What follows belongs to an exercise in optimizing a design on an open flow for small area and a short achievable clock period; a production flow would make more cautious choices.
At most, simulation tests tie the RTL to the original design; equivalence was not proved.

==> flow/design.v (excerpt) <==
module simple_ntt_core #(
  parameter int data_width      = 32,
  parameter int max_buffer_size = 4,
  parameter int modulus         = 3329,
  parameter int root            = 1729
) (
  input  logic                               clk,
  input  logic                               reset,
  input  logic [data_width-1:0]              input_buffer0,
  input  logic [data_width-1:0]              input_buffer1,
  input  logic [data_width-1:0]              input_buffer2,
  input  logic [data_width-1:0]              input_buffer3,
  input  logic [$clog2(max_buffer_size)-1:0] index,
  output logic [data_width-1:0]              output_buffer
);
Size in the first run: ~770 cells after synthesis, ~56 flip-flops.
export LEC_CHECK = 0
export CAP_MARGIN = 20
export CORE_MARGIN = 2
export CORE_UTILIZATION = 80
export CTS_BUF_LIST = sky130_fd_sc_hd__clkbuf_8
export PLACE_DENSITY = 0.9
export SLEW_MARGIN = 70
export SYNTH_HIERARCHICAL = 1
export SYNTH_MINIMUM_KEEP_SIZE = 0
create_clock -name core_clock -period 55.0 [get_ports {clk}]
standard.sh (not shown) runs the stock make flow with config.mk's settings and CLKGATE_MAP_FILE= SYNTH_SCRIPT=/design/flow/synth_recipe.tcl, a recipe that flattens the netlist after the stock synthesis.
==> flow/flow/run.sh <==
#!/bin/bash
# The standard layout (standard.sh), except that the port buffers are
# made from the smallest buffer cell and the constant outputs share one tie cell.
export BUFFER_PORTS_ARGS="-buffer_cell sky130_fd_sc_hd__buf_1"
export SKIP_REPAIR_TIE_FANOUT=1
bash standard.sh > standard.log 2>&1
Then changed:
--- a/flow/design.v
+++ b/flow/design.v
@@ -893,19 +893,20 @@
   ntt_fa u518 (.a(s502), .b(tv[9]), .c(c517), .s(s518), .co(c518));
   wire s519, c519;
   ntt_fa u519 (.a(s503), .b(tv[10]), .c(c518), .s(s519), .co(c519));
   wire s520, c520;
   ntt_ha u520 (.a(tv[11]), .b(c519), .s(s520), .co(c520));
   wire [12:0] y521 = {c520, s520, s519, s518, s517, s516, s515, s514, s513, s512, s511, s510, s509};
-  logic [12:0] y_r;
+  wire [13:0] yq = {1'b0, y521} - 14'd3329;
+  wire [11:0] res = yq[13] ? y521[11:0] : yq[11:0];
+  logic [11:0] out_r;
   always_ff @(posedge clk or posedge reset) begin
-    if (reset) y_r <= '0;
-    else       y_r <= y521 & {13{v_r}};
+    if (reset) out_r <= 12'd0;
+    else       out_r <= res & {12{v_r}};
   end
-  wire [13:0] yq = {1'b0, y_r} - 14'd3329;
-  assign output_buffer = {20'd0, yq[13] ? y_r[11:0] : yq[11:0]};
+  assign output_buffer = {20'd0, out_r};
 endmodule
 module ntt_fa (input logic a, input logic b, input logic c, output logic s, output logic co);
   assign s  = a ^ b ^ c;
   assign co = (a & b) | (a & c) | (b & c);
 endmodule
 module ntt_ha (input logic a, input logic b, output logic s, output logic co);
- via count is higher by 0.56%
- sequential cell count decreases by 1
- global-route usage grows by 1.7 points
- setup slack hardly moves
- wire length rose by about 2.3%
- die area falls by about 1.1%
- synthesized area came out lower by 1.2%
- non-clock buffer count decreases by 2

========
Setup of rev 12:
Starting RTL as in the previous note.
==> flow/config.mk <==
export PLATFORM = sky130hd
export DESIGN_NAME = simple_ntt_core
export DESIGN_NICKNAME = simple_ntt_core
export VERILOG_FILES = /design/flow/design.v
export SDC_FILE = /design/flow/constraint.sdc
export NUM_CORES = 4
export LEC_CHECK = 0
export CAP_MARGIN = 20
export CORE_MARGIN = 2
export CORE_UTILIZATION = 65
export CTS_BUF_LIST = sky130_fd_sc_hd__clkbuf_8
export PLACE_DENSITY = 0.75
export SLEW_MARGIN = 70
export SYNTH_HIERARCHICAL = 1
export SYNTH_MINIMUM_KEEP_SIZE = 0
==> flow/constraint.sdc <==
create_clock -name core_clock -period 55.0 [get_ports {clk}]
set_input_delay 11.0000 -clock core_clock [delete_from_list [all_inputs] [get_ports {clk}]]
set_output_delay 11.0000 -clock core_clock [all_outputs]
set_load 0.01 [all_outputs]
Scripts as last shown in full above: flow/flow/run.sh
Input-level comparison between rev 13 and rev 12:
--- a/flow/design.v
+++ b/flow/design.v
@@ -889,26 +889,27 @@
   ntt_fa u516 (.a(s500), .b(tv[7]), .c(c515), .s(s516), .co(c516));
   wire s517, c517;
   ntt_fa u517 (.a(s501), .b(tv[8]), .c(c516), .s(s517), .co(c517));
   wire s518, c518;
   ntt_fa u518 (.a(s502), .b(tv[9]), .c(c517), .s(s518), .co(c518));
   wire s519, c519;
   ntt_fa u519 (.a(s503), .b(tv[10]), .c(c518), .s(s519), .co(c519));
   wire s520, c520;
   ntt_ha u520 (.a(tv[11]), .b(c519), .s(s520), .co(c520));
   wire [12:0] y521 = {c520, s520, s519, s518, s517, s516, s515, s514, s513, s512, s511, s510, s509};
-  logic [12:0] y_r;
+  wire [13:0] yq = {1'b0, y521} - 14'd3329;
+  wire [11:0] res = yq[13] ? y521[11:0] : yq[11:0];
+  logic [11:0] out_r;
   always_ff @(posedge clk or posedge reset) begin
-    if (reset) y_r <= '0;
-    else       y_r <= y521 & {13{v_r}};
+    if (reset) out_r <= 12'd0;
+    else       out_r <= res & {12{v_r}};
   end
-  wire [13:0] yq = {1'b0, y_r} - 14'd3329;
-  assign output_buffer = {20'd0, yq[13] ? y_r[11:0] : yq[11:0]};
+  assign output_buffer = {20'd0, out_r};
 endmodule
 module ntt_fa (input logic a, input logic b, input logic c, output logic s, output logic co);
   assign s  = a ^ b ^ c;
   assign co = (a & b) | (a & c) | (b & c);
 endmodule
 module ntt_ha (input logic a, input logic b, output logic s, output logic co);
   assign s  = a ^ b;
   assign co = a & b;
 endmodule
## What came out
In summary, rev 13 completed successfully, with a layout that passed the timing, DRC and antenna checks.
Die size: rev 13 is under rev 12
[compare] base=rev 12 new=rev 13: number of standard cells in the layout, taps in and fillers out moved down.
NOTE layout inverter count without the clock tree rev 12->rev 13 increased by a few percent
Looking at multi-input gate area in the final layout, rev 13 sits below rev 12.
Taking rev 12 as the reference, in rev 13 met1 demand-to-capacity share in global routing went up by 1.2 points; overall die width saw a decrease.
Lower met3 track demand over resource was reported by rev 12, not rev 13.
The biggest fanout along the worst timing path of rev 13 is higher than that of rev 12.
Measured against each other, rev 12 and rev 13 differ in core utilization, the higher figure coming from rev 12.

========
P:
simple_ntt_core, a different RTL version from the one above (not shown whole).
Size: ~56 flip-flops, roughly 160 I/O pins.
==> flow/config.mk <==
export PLATFORM = sky130hd
export DESIGN_NAME = simple_ntt_core
export DESIGN_NICKNAME = simple_ntt_core
export VERILOG_FILES = /design/flow/design.v
export SDC_FILE = /design/flow/constraint.sdc
export NUM_CORES = 4
export LEC_CHECK = 0
export CAP_MARGIN = 20
export CORE_MARGIN = 2
export CORE_UTILIZATION = 65
export CTS_BUF_LIST = sky130_fd_sc_hd__clkbuf_8
export PLACE_DENSITY = 0.75
export SLEW_MARGIN = 70
export SYNTH_HIERARCHICAL = 1
export SYNTH_MINIMUM_KEEP_SIZE = 0
==> flow/constraint.sdc <==
create_clock -name core_clock -period 55.0 [get_ports {clk}]
set_input_delay 11.0000 -clock core_clock [delete_from_list [all_inputs] [get_ports {clk}]]
set_output_delay 11.0000 -clock core_clock [all_outputs]
set_load 0.01 [all_outputs]
Scripts as last shown in full above: flow/flow/run.sh
P: full flow OK, the timing, DRC and antenna checks passed
#### Input delta (Q over P)
--- a/flow/design.v
+++ b/flow/design.v
@@ -908,23 +908,24 @@
   ntt_fa u531 (.a(s515), .b(tv[8]), .c(c530), .s(s531), .co(c531));
   wire s532, c532;
   ntt_fa u532 (.a(s516), .b(tv[9]), .c(c531), .s(s532), .co(c532));
   wire s533, c533;
   ntt_fa u533 (.a(s517), .b(tv[10]), .c(c532), .s(s533), .co(c533));
   wire s534, c534;
   ntt_ha u534 (.a(tv[11]), .b(c533), .s(s534), .co(c534));
   wire [12:0] y535 = {c534, s534, s533, s532, s531, s530, s529, s528, s527, s526, s525, s524, s523};
-  logic [12:0] y_r;
+  wire [13:0] yq = {1'b0, y535} - 14'd3329;
+  wire [11:0] res = yq[13] ? y535[11:0] : yq[11:0];
+  logic [11:0] out_r;
   always_ff @(posedge clk or posedge reset) begin
-    if (reset) y_r <= '0;
-    else       y_r <= y535 & {13{v_r}};
+    if (reset) out_r <= 12'd0;
+    else       out_r <= res & {12{v_r}};
   end
-  wire [13:0] yq = {1'b0, y_r} - 14'd3329;
-  assign output_buffer = {20'd0, yq[13] ? y_r[11:0] : yq[11:0]};
+  assign output_buffer = {20'd0, out_r};
 endmodule
 module ntt_fa (input logic a, input logic b, input logic c, output logic s, output logic co);
   assign s  = a ^ b ^ c;
   assign co = (a & b) | (a & c) | (b & c);
 endmodule
 module ntt_ha (input logic a, input logic b, output logic s, output logic co);
   assign s  = a ^ b;
   assign co = a & b;
Results
Between P and Q, the register area share after synthesis is higher for P.
Area: Q vs P -> Q larger
The worst hold slack after final layout of Q was inferior to that of P.
Summary of the comparison: met2 track utilization from global routing is higher in Q, relative to P.
The clock skew was comparable across P and Q.
For source-to-sink clock delay at the later pin of the worst-skew pair, P and Q come out practically identical.
Of the two values seen for critical path capture point, rs[3] was produced by Q and rt[3] by P.
Non-clock buffer count for Q: 4 up relative to P
The final reports for Q and P show clock-buffer cell count higher in the former.
P → Q: wire length went up, share of final-layout standard cells stronger than drive strength 1 went up.
No functional check of the RTL was part of Q.

========
trial 38:
Another version of the RTL of simple_ntt_core (not shown whole).
For scale: roughly 760 cells after synthesis, ~55 flip-flops, ~160 I/O pins.
clock: 55.0 ns
lec_check: 0
cap_margin: 20
core_margin: 2
core_utilization: 65
cts_buf_list: sky130_fd_sc_hd__clkbuf_8
place_density: 0.75
slew_margin: 70
synth_hierarchical: 1
synth_minimum_keep_size: 0
Scripts as last shown in full above: flow/flow/run.sh
Relative to trial 38, the following input files were edited for build 49:
--- a/flow/design.v
+++ b/flow/design.v
@@ -910,20 +910,19 @@
   ntt_fa u532 (.a(s516), .b(tv[9]), .c(c531), .s(s532), .co(c532));
   wire s533, c533;
   ntt_fa u533 (.a(s517), .b(tv[10]), .c(c532), .s(s533), .co(c533));
   wire s534, c534;
   ntt_ha u534 (.a(tv[11]), .b(c533), .s(s534), .co(c534));
   wire [12:0] y535 = {c534, s534, s533, s532, s531, s530, s529, s528, s527, s526, s525, s524, s523};
-  wire [13:0] yq = {1'b0, y535} - 14'd3329;
-  wire [11:0] res = yq[13] ? y535[11:0] : yq[11:0];
-  logic [11:0] out_r;
+  logic [12:0] y_r;
   always_ff @(posedge clk or posedge reset) begin
-    if (reset) out_r <= 12'd0;
-    else       out_r <= res & {12{v_r}};
+    if (reset) y_r <= '0;
+    else       y_r <= y535 & {13{v_r}};
   end
-  assign output_buffer = {20'd0, out_r};
+  wire [13:0] yq = {1'b0, y_r} - 14'd3329;
+  assign output_buffer = {20'd0, yq[13] ? y_r[11:0] : yq[11:0]};
 endmodule
 module ntt_fa (input logic a, input logic b, input logic c, output logic s, output logic co);
   assign s  = a ^ b ^ c;
   assign co = (a & b) | (a & c) | (b & c);
 endmodule
 module ntt_ha (input logic a, input logic b, output logic s, output logic co);
==> comparison <==
Taking trial 38 as the reference, in build 49 area growth from synthesis to layout lost 0.38 points; maximum cell stage delay along the critical path went down by 0.04 ns; worst path setup slack after routing went up; final critical delay including setup and external delays down 0.33 ns. Compared with trial 38, build 49 shows a higher overall track demand over capacity in global routing. The per-cell routed wire length in build 49 sits 1.2% above the value recorded for trial 38. Build 49 vs trial 38 — number of logic stages on the critical path including buffering dropped 2. Build 49 vs. trial 38: final net count did not really move; met2 routing resource usage after global routing went up; count of placed standard cells in the final layout, fillers left out did not really move; horizontal die dimension did not really move. Re worst hold margin: build 49 and trial 38 aren't equal, and the higher value belongs to build 49. Lower sequential area share after synthesis was reported by trial 38, not build 49.
The RTL of trial 38 was laid out without a check of its function.

-- static timing again, ports no longer ideal --
The results above use ideal ports. As a check the final layouts listed here were re-extracted and re-timed, cells and wires unchanged.
Step 1 (the two cells are an assumption about what drives the block):
set clk [get_ports {clk}]
set_driving_cell -lib_cell sky130_fd_sc_hd__clkbuf_16 $clk
set_driving_cell -lib_cell sky130_fd_sc_hd__buf_2 [delete_from_list [all_inputs] $clk]
Step 2 adds t to the input delays and takes it off the output delays; t is the mean of the earliest and latest rising clock arrival at the registers after step 1. Input paths then give back, and output paths get back, about the clock's delay inside the block.
a / b / c = ideal ports / drivers / drivers and shift; a / b = the first two.
| run | t (ns) | slack for setup (ns) | worst setup path after step 2 | cell pins on the clock port's net |
|---|---|---|---|---|
| the first run of note 1 | 0.343 | 39.283 / 39.274 / 38.931 | input to register | 1 |
| the second run of note 1 | 0.340 | 39.281 / 39.273 / 38.933 | input to register | 1 |
| rev 12 | 0.341 | 39.113 / 39.122 / 38.781 | input to register | 1 |
| rev 13 | 0.338 | 39.355 / 39.347 / 39.009 | input to register | 1 |
| P | 0.359 | 39.371 / 39.366 / 39.007 | input to register | 1 |
| Q | 0.350 | 39.160 / 39.173 / 38.822 | input to register | 1 |
| trial 38 | 0.338 | 39.053 / 39.063 / 38.726 | input to register | 1 |
| build 49 | 0.358 | 39.382 / 39.374 / 39.016 | input to register | 1 |
After both steps every run listed still meets setup and hold. For build 49, which loses most, drivers alone change the setup slack by -0.008 ns; drivers and shift together by -0.366 ns.
